This design comes from an exercise in tuning for small area, a short achievable clock period and few clock cycles on the open sky130 flow, not from production work. Only simulation tests tie the RTL to the original design; equivalence was not proved. Power is estimated from default activity; no workload was simulated.

## flow/design.v (module list and top-level ports; edited modules follow where they fit)
// module qsim_state_bank: 25 lines
// module qsim_gate_engine: 79 lines
// module qsim_mac_tree: 1683 lines
// module qsim_top: 235 lines
module qsim_top #(
  parameter int MAX_QUBITS = 3,
  parameter int MAX_GATES  = 4
) (
  input  logic              clk,
  input  logic              reset_n,
  input  logic              dut_valid,
  output logic              dut_ready,
  output logic [7:0]        state_in_addr,
  input  logic [31:0]       state_in_data,    
  output logic [7:0]        gate_addr,
  input  logic [31:0]       gate_data,        
  output logic              state_out_en,
  output logic [7:0]        state_out_addr,
  output logic [31:0]       state_out_data    
);
  // ...
==> flow/flow/run.sh <==
#!/bin/bash
# The standard layout with three changes to how it is made (the SDC, the
# standard synthesis and its registers are unchanged):
#  - after synthesis, fapol.py removes inverters between full adders by
#    flipping adders (a full adder is self-dual) and swapping xor/xnor,
#    chosen by a greedy pass and then simulated annealing;
#  - repair_timing aims at a setup margin below the design's period;
#  - every port still gets its buffer, but a plain buf_2 instead of the
#    delay cell buffer_ports picks by default.
set -euo pipefail
R=orfs/results/sky130hd/qsim_top/base
bash standard.sh synth > flow_synth.log 2>&1
python3 flow/fapol.py $R/1_2_yosys.v $R/1_2_yosys.fapol.v > flow_fapol.log 2>&1
cp $R/1_2_yosys.v $R/1_2_yosys.orig.v
cp $R/1_2_yosys.fapol.v $R/1_2_yosys.v
rm -f $R/1_synth.odb $R/1_synth.sdc
bash standard.sh SETUP_SLACK_MARGIN=7.15 "BUFFER_PORTS_ARGS=-buffer_cell sky130_fd_sc_hd__buf_2" finish > flow_make.log 2>&1
==> flow/flow/fapol.py <==
#!/usr/bin/env python3
"""Remove inverters around full adders in a mapped sky130hd netlist.

A full adder is self-dual: complementing its three inputs complements both
outputs. Each fa cell (and each xor2/xnor2, by swapping the two) may be
flipped; the pass chooses flips that need the fewest inverters, then
rewrites the netlist with one inverter per signal whose complement is
still used. Registers, ports and every other cell are left as they are.
usage: fapol.py in.v out.v"""
import re, sys, random

src = open(sys.argv[1]).read()
cell_re = re.compile(r'^  (sky130_fd_sc_hd__\w+) (\S+)\s+\((.*?)\n  \);\n', re.S | re.M)
pin_re = re.compile(r'\.(\w+)\(([^()]*)\)')

cells = []
for m in cell_re.finditer(src):
    typ, name, body = m.group(1), m.group(2), m.group(3)
    pins = [(p, n.strip()) for p, n in pin_re.findall(body)]
    cells.append({'typ': typ, 'name': name, 'pins': pins, 'span': m.span()})

OUTPINS = {'X', 'Y', 'Q', 'Q_N', 'COUT', 'SUM', 'HI', 'LO'}
def is_inv(c): return re.match(r'sky130_fd_sc_hd__(clk)?inv_\d+$', c['typ'])
def is_fa(c): return c['typ'].startswith('sky130_fd_sc_hd__fa_')
def is_xor(c): return re.match(r'sky130_fd_sc_hd__x(n)?or2_\d+$', c['typ'])

# module ports
hdr = src[:src.index(');') + 2]
portnames = set()
for m in re.finditer(r'^\s*(input|output|inout)\s+(\[[^\]]*\]\s*)?(\S+?);', src, re.M):
    portnames.add(m.group(3))
def is_port(net):
    base = net.split('[')[0].strip()
    return base in portnames or net in portnames

driver = {}
for c in cells:
    for p, n in c['pins']:
        if p in OUTPINS:
            driver[n] = (c, p)

# inverters that may be collapsed: output not a port
inv_of = {}
for c in cells:
    if is_inv(c):
        d = dict(c['pins'])
        if not is_port(d['Y']) and d['A'] and not d['A'].startswith("1'"):
            inv_of[d['Y']] = d['A']

def base(net):
    p = 0
    seen = 0
    while net in inv_of and seen < 50:
        net = inv_of[net]; p ^= 1; seen += 1
    return net, p

flip_cells = [c for c in cells if is_fa(c) or is_xor(c)]
for c in flip_cells: c['f'] = 0
# driver cell of each base net that can flip
def drv_flip(b):
    d = driver.get(b)
    if d and 'f' in d[0]:
        return d[0]
    return None

# loads: list of (cell, pin, base, pol); skip collapsed inverters
loads = {}
kept = [c for c in cells if not (is_inv(c) and dict(c['pins'])['Y'] in inv_of)]
for c in kept:
    for p, n in c['pins']:
        if p in OUTPINS: continue
        if not n or n.startswith("1'") : continue
        b, pol = base(n)
        loads.setdefault(b, []).append((c, p, pol))
# ports driven by nets (output ports are loads too): handled via inverters kept.
# also nets that are output ports directly and driven by a collapsed inverter can't occur.

def need(b, c, pin, pol):
    """1 if this load needs the complement of b's physical value."""
    if is_xor(c):
        return 0
    d = drv_flip(b)
    fd = d['f'] if d else 0
    g = c['f'] if (is_fa(c) and 'f' in c) else 0
    return fd ^ pol ^ g

def cost_of(b):
    for c, pin, pol in loads.get(b, []):
        if need(b, c, pin, pol):
            return 1
    return 0

# bases touched by a flip of cell c
def touched(c):
    s = set()
    for p, n in c['pins']:
        if p in OUTPINS:
            s.add(n)
        elif is_fa(c) and n and not n.startswith("1'"):
            s.add(base(n)[0])
    return s

allb = set(loads)
total = sum(cost_of(b) for b in allb)
pass
improved = True
rounds = 0
while improved and rounds < 30:
    improved = False
    rounds += 1
    order = list(flip_cells)
    random.Random(rounds).shuffle(order)
    for c in order:
        t = touched(c)
        before = sum(cost_of(b) for b in t)
        c['f'] ^= 1
        after = sum(cost_of(b) for b in t)
        if after < before:
            total += after - before
            improved = True
        else:
            c['f'] ^= 1
pass
# simulated annealing from the greedy result; keep the best assignment seen
import math
rng = random.Random(12345)
best = total
best_f = [c['f'] for c in flip_cells]
T0, T1, steps = 1.5, 0.05, 300000
tcache = {id(c): touched(c) for c in flip_cells}
for k in range(steps):
    T = T0 * (T1 / T0) ** (k / steps)
    c = flip_cells[rng.randrange(len(flip_cells))]
    t = tcache[id(c)]
    before = sum(cost_of(b) for b in t)
    c['f'] ^= 1
    after = sum(cost_of(b) for b in t)
    dlt = after - before
    if dlt <= 0 or rng.random() < math.exp(-dlt / T):
        total += dlt
        if total < best:
            best = total
            best_f = [x['f'] for x in flip_cells]
    else:
        c['f'] ^= 1
for x, f in zip(flip_cells, best_f):
    x['f'] = f
pass

# rewrite
newinv = {}
def comp(b):
    if b not in newinv:
        newinv[b] = f"_fapol_{len(newinv)}_"
    return newinv[b]

out_cells = {}
for c in kept:
    typ = c['typ']
    if is_xor(c):
        par = c['f']
        for p, n in c['pins']:
            if p in OUTPINS or not n or n.startswith("1'"):
                continue
            b, pol = base(n)
            d = drv_flip(b)
            par ^= pol ^ (d['f'] if d else 0)
        if par:
            typ = typ.replace('xnor2', 'XOR2').replace('xor2', 'xnor2').replace('XOR2', 'xor2')
    pins = []
    for p, n in c['pins']:
        if p in OUTPINS or not n or n.startswith("1'"):
            pins.append((p, n)); continue
        b, pol = base(n)
        pins.append((p, comp(b) if need(b, c, p, pol) else b))
    if typ != c['typ']:
        ren = {'X': 'Y'} if 'xnor2' in typ else {'Y': 'X'}
        pins = [(ren.get(p, p), n) for p, n in pins]
    out_cells[id(c)] = (typ, pins)

def fmt(typ, name, pins):
    s = f"  {typ} {name}{' ' if name.startswith(chr(92)) else ''} (\n"
    s += ",\n".join(f"    .{p}({n}{' ' if n.startswith(chr(92)) else ''})" for p, n in pins)
    return s + "\n  );\n"

parts = []
pos = 0
for c in cells:
    a, e = c['span']
    parts.append(src[pos:a])
    if id(c) in out_cells:
        typ, pins = out_cells[id(c)]
        parts.append(fmt(typ, c['name'], pins))
    pos = e
tail = src[pos:]
body = "".join(parts)
# declare new wires and add inverters before endmodule
decl = "".join(f"  wire {w};\n" for w in newinv.values())
invs = "".join(fmt("sky130_fd_sc_hd__inv_1", f"_fapolinv_{i}_", [("A", b), ("Y", w)]) for i, (b, w) in enumerate(newinv.items()))
i = body.index(");\n") + 3   # after module header
body = body[:i] + decl + body[i:]
tail = tail.replace("endmodule", invs + "endmodule", 1)
open(sys.argv[2], "w").write(body + tail)
print("inverters after:", sum(1 for c in kept if is_inv(c)) + len(newinv), file=sys.stderr)
bad = [c['name'] for c in flip_cells if any(p in OUTPINS and is_port(n) for p, n in c['pins'])]
print("flippable driving ports:", bad[:5], file=sys.stderr)
nl = [c for c in cells if not any(p in OUTPINS for p,_ in c['pins'])]
print("cells without outputs:", len(nl), set(c['typ'] for c in nl), file=sys.stderr)
==> flow/standard.sh <==
#!/bin/bash
# synth_recipe.tcl (not shown) runs the flow's synth.tcl, then flattens the netlist and writes it again
# the make line also repeats each setting of config.mk as NAME=value (left out here)
make -C /OpenROAD-flow-scripts/flow DESIGN_CONFIG=/design/flow/config.mk WORK_HOME=/design/flow/orfs CLKGATE_MAP_FILE= SYNTH_SCRIPT=/design/flow/synth_recipe.tcl "${@:-finish}"
==> flow/config.mk <==
export PLATFORM = sky130hd
export DESIGN_NAME = qsim_top
export DESIGN_NICKNAME = qsim_top
export VERILOG_FILES = /design/flow/design.v
export SDC_FILE = /design/flow/constraint.sdc
export NUM_CORES = 4
export LEC_CHECK = 0
export ABC_AREA = 1
export CAP_MARGIN = 20
export CORE_MARGIN = 2
export CORE_UTILIZATION = 40
export CTS_BUF_LIST = sky130_fd_sc_hd__clkbuf_16
export CTS_CLUSTER_DIAMETER = 70
export CTS_CLUSTER_SIZE = 30
export SLEW_MARGIN = 20
==> flow/constraint.sdc <==
create_clock -name core_clock -period 11.0 [get_ports {clk}]
set_input_delay 2.2000 -clock core_clock [delete_from_list [all_inputs] [get_ports {clk}]]
set_output_delay 2.2000 -clock core_clock [all_outputs]
set_load 0.01 [all_outputs]
==> metrics.yaml, run 1 <==
outcome:
  status: "no timing/DRC/antenna violations"
floorplan:
  dieArea_mm2: 0.120
  die-height_um: 347
layout:
  area_delta_synth_final_pct: 10.4
  drive_above_1_share_pct: 9.28
  finalInstanceArea_mm2: 0.0518
  top_regs: "u_ring_r.r: 256 flops, u_ring_s.r: 256 flops"
  seq_area_mm2: 0.0189
sta:
  holdWs_ns: 0.311
  finalCriticalPeriod_ns: 3.82
  slew_headroom_pct: 23.5
setup_path:
  required_ns: 11.59
  cp.depth: 8
  critical_path_arrival_ns: 4.41
  worst_path_max_delay_cell: "fa_1"
  r2r_end: "u_engine.q1_re[16]"
  critPathCapture: "u_engine.q1_re[16]"
power:
  leakagePower_nw: 21.4
  pwr-share-clk_pct: 15.7
  power_leader: "combinational cells"
  pwr_density_cell_mw_per_mm2: 315
  swShare_pct: 45.6
place:
  place_congestion: 0.892
drt:
  wl_um: 141000
  met2_length_um: 62100
  drt_iter0_drc: 3686
  viasPerCell: 5.57
cts:
  cts_max_level: 2
  clk_latency_ns: 0.74
flow_run:
  maxCapViolCount: 0
global_route:
  grt_pass1_wl_um: 215000
Testbench counts, summed over its fixed seeds: cycles 46,660.
==> inputs of run 2 (changes only) <==
--- a/flow/config.mk
+++ b/flow/config.mk
@@ -8,7 +8,7 @@
 export ABC_AREA = 1
 export CAP_MARGIN = 20
 export CORE_MARGIN = 2
-export CORE_UTILIZATION = 40
+export CORE_UTILIZATION = 45
 export CTS_BUF_LIST = sky130_fd_sc_hd__clkbuf_16
 export CTS_CLUSTER_DIAMETER = 70
 export CTS_CLUSTER_SIZE = 30
==> metrics.yaml, run 2 <==
floorplan:
  start_util_pct: 45.4
  die-height_um: 327  # -5.7%
  fp.dieW_um: 327
  rows: 118
  dieArea_mm2: 0.107  # -11%
  coreArea_mm2: 0.103
  pin_count: 125
setup_path:
  cp_num_buf_inv: 2
  cp-start-kind: "flop"
  worst_path_max_delay_cell: "fa_1"
  path_cells: "buf_6 > a21oi_1 > xnor2_2 > inv_1 > fa_1 > fa_1 > fa_1 > fa_1 > fa_1"
  critical_path_arrival_ns: 4.42  # about the same
  slowest_delay_ns: 0.58
  crit_type: "reg2reg"
  required_ns: 11.61  # +0.02 ns
  cpMostUsedCell: "fa_1"
  crit_family: "adder cells"
  worst_setup_path_end_kind: "flop"
  critPathMaxFanout: 34
place:
  port_buffers: 115
  placed_area_mm2: 0.0486
  place_congestion: 0.911  # +2.1%
  post-dp-hpwl_um: 92900
cts:
  clk_latency_ns: 0.74  # about the same
  cts_max_level: 2  # unchanged
  path_clk_slew_ns: 0.10
  cts_root_buf: "clkbuf_16"
  ctsLongestPathBuffers: 3
  clock_sinks: 907
  numCtsBuffers: 59
  cts_tree: "built"
layout:
  most-common-layout-cells: "dfxtp_1, nand2_1, o22ai_1"
  nNetsFinal: 5261
  n_antenna_cell: 0
  drive_above_1_share_pct: 10.4  # +1.1 points
  final_common_cell: "dfxtp_1"
  finalInstanceArea_mm2: 0.0522  # +0.70%
  area_delta_synth_final_pct: 11.2
  top_regs: "u_ring_r.r: 256 flops, u_ring_s.r: 256 flops"
drt:
  drt-wirelength-per-cell_um: 23.5
  wl_um: 142000  # +0.88%
  num_vias: 34500
  viasPerCell: 5.70  # +2.4%
  first_pass_iters: 8
  drt_iter0_drc: 4128  # +12%
  ant_nets: 0
  drc: 0
global_route:
  grt_overflow: 0
  grt_pass1_wl_um: 215000  # about the same
  grt_usage_pct: 26.4
  grt_max_degree: 97
  grt_pass1_vias: 34300
  antenna_found_initial: 3
sta:
  final_hold_viol_count: 0
  tightest_slew_ns: 1.15
  rsz0062_at_grt: "true"
  finalCriticalPeriod_ns: 3.80  # -0.0179 ns
  fin_crit_sh_pct: 34.6
  drv_slew: 0
  slew_headroom_pct: 23.2  # -0.32 points
  setup_tns_ns: 0
  fin_skew_ns: 0.0775
  setup-violations-final: 0
  fmax_ghz: 0.263
power:
  leakagePower_nw: 21.7  # +1.1%
  pwr_density_cell_mw_per_mm2: 321  # +1.9%
  worst_ir_drop_vdd_mv: 0.319
min_path:
  hp-class: "reg2reg"
synthesis:
  syn_avg_cell_area_um2: 10.1
  syn_area_mm2: 0.0470
  synthCells: 4653
  yosys_warnings: 4
flow_run:
  maxCapViolCount: 0  # unchanged
outcome:
  status: "no timing/DRC/antenna violations"
-- run 2: repair_timing --
action	4_1_cts	5_1_grt
cloned	0	4
resized for setup	41	130
setup endpoints to repair	128	136
pin swaps	1	22
hold buffers	0	0
setup buffers	22	27
hold endpoints to repair	0	0
-- run 2: per-stage QoR --
step	utilization [%]	worst slack, ns	total power (W)	instances	hold WS [ns]
after floorplan	-	7.16	0.0105	4661	0.310
after global placement	47.0	6.60	0.0135	5880	0.310
after detailed placement	47.0	6.46	0.0136	5880	0.312
after CTS	49.6	7.14	0.0165	6014	0.324
after global routing	50.4	7.08	0.0182	6045	0.327
final	50.4	7.20	0.0168	6045	0.322
-- run 2: area by class of cell --
class,count,area (um2)
well taps,1380,1730
flip-flops and latches,907,18900
multi-input cells,3133,26100
inverters,244,962
repair buffers,269,2130
clock inverters,51,871
clock buffers,61,1530
fillers,9372,51300
-- run 2: final timing paths --
| path | start | end | slack [ns] | depth (start not counted) |
|---|---|---|---|---|
| worst max register to register | u_engine.one_na[2] | u_engine.q1_re[22] | 7.20 | 9 |
| worst max-delay path | u_engine.one_na[2] | u_engine.q1_re[22] | 7.20 | 9 |
| worst min-delay path | u_ring_r.r[3][12] | u_ring_r.r[2][12] | 0.32 | 0 |
| worst min register to register | u_ring_r.r[3][12] | u_ring_r.r[2][12] | 0.32 | 0 |
-- run 2: where the power goes --
group	internal (W)	switching (W)	total, W	leakage [nW]
logic	0.00353	0.00580	0.00933	13.0
registers	0.00436	0.000392	0.00475	7.55
clock network	0.00124	0.00145	0.00269	1.15
total	0.00913	0.00764	0.0168	21.7
-- run 2: metal layers --
metal / global-route usage (%) / wire length [um]
met5: 0 / 27
met1: 36.5 / 59000
met3: 6.07 / 14400
met4: 10.5 / 6100
met2: 40.3 / 62700

re-timing with driven ports:
In the flow no input, the clock included, has a driving cell. The finished layouts below were timed again as built, in two steps.
Step 1: set_driving_cell puts a clkbuf_16 on clk and a buf_2 on each other input, an assumption about the parent block.
Step 2 moves the port delays by t, midway between the first and last clock arrival at a register: inputs arrive t later, outputs are due t later. That takes back most of the time a late clock gives input paths.
a / b / c = ideal ports / drivers / drivers and shift; a / b = the first two.
| run | t (ns) | setup slack, ns | worst hold slack (ns) | clock arrival spread, ns |
|---|---|---|---|---|
| run 1 | 0.778 | 7.180 / 7.180 / 6.973 | 0.311 / 0.311 / 0.311 | 0.084 / 0.084 |
| run 2 | 0.770 | 7.198 / 7.198 / 6.867 | 0.322 / 0.322 / 0.322 | 0.082 / 0.082 |
After both steps setup and hold are still met in every run listed. The setup slack of run 2, which loses most, moves by 0.000 ns with the drivers and by -0.331 ns with both steps.
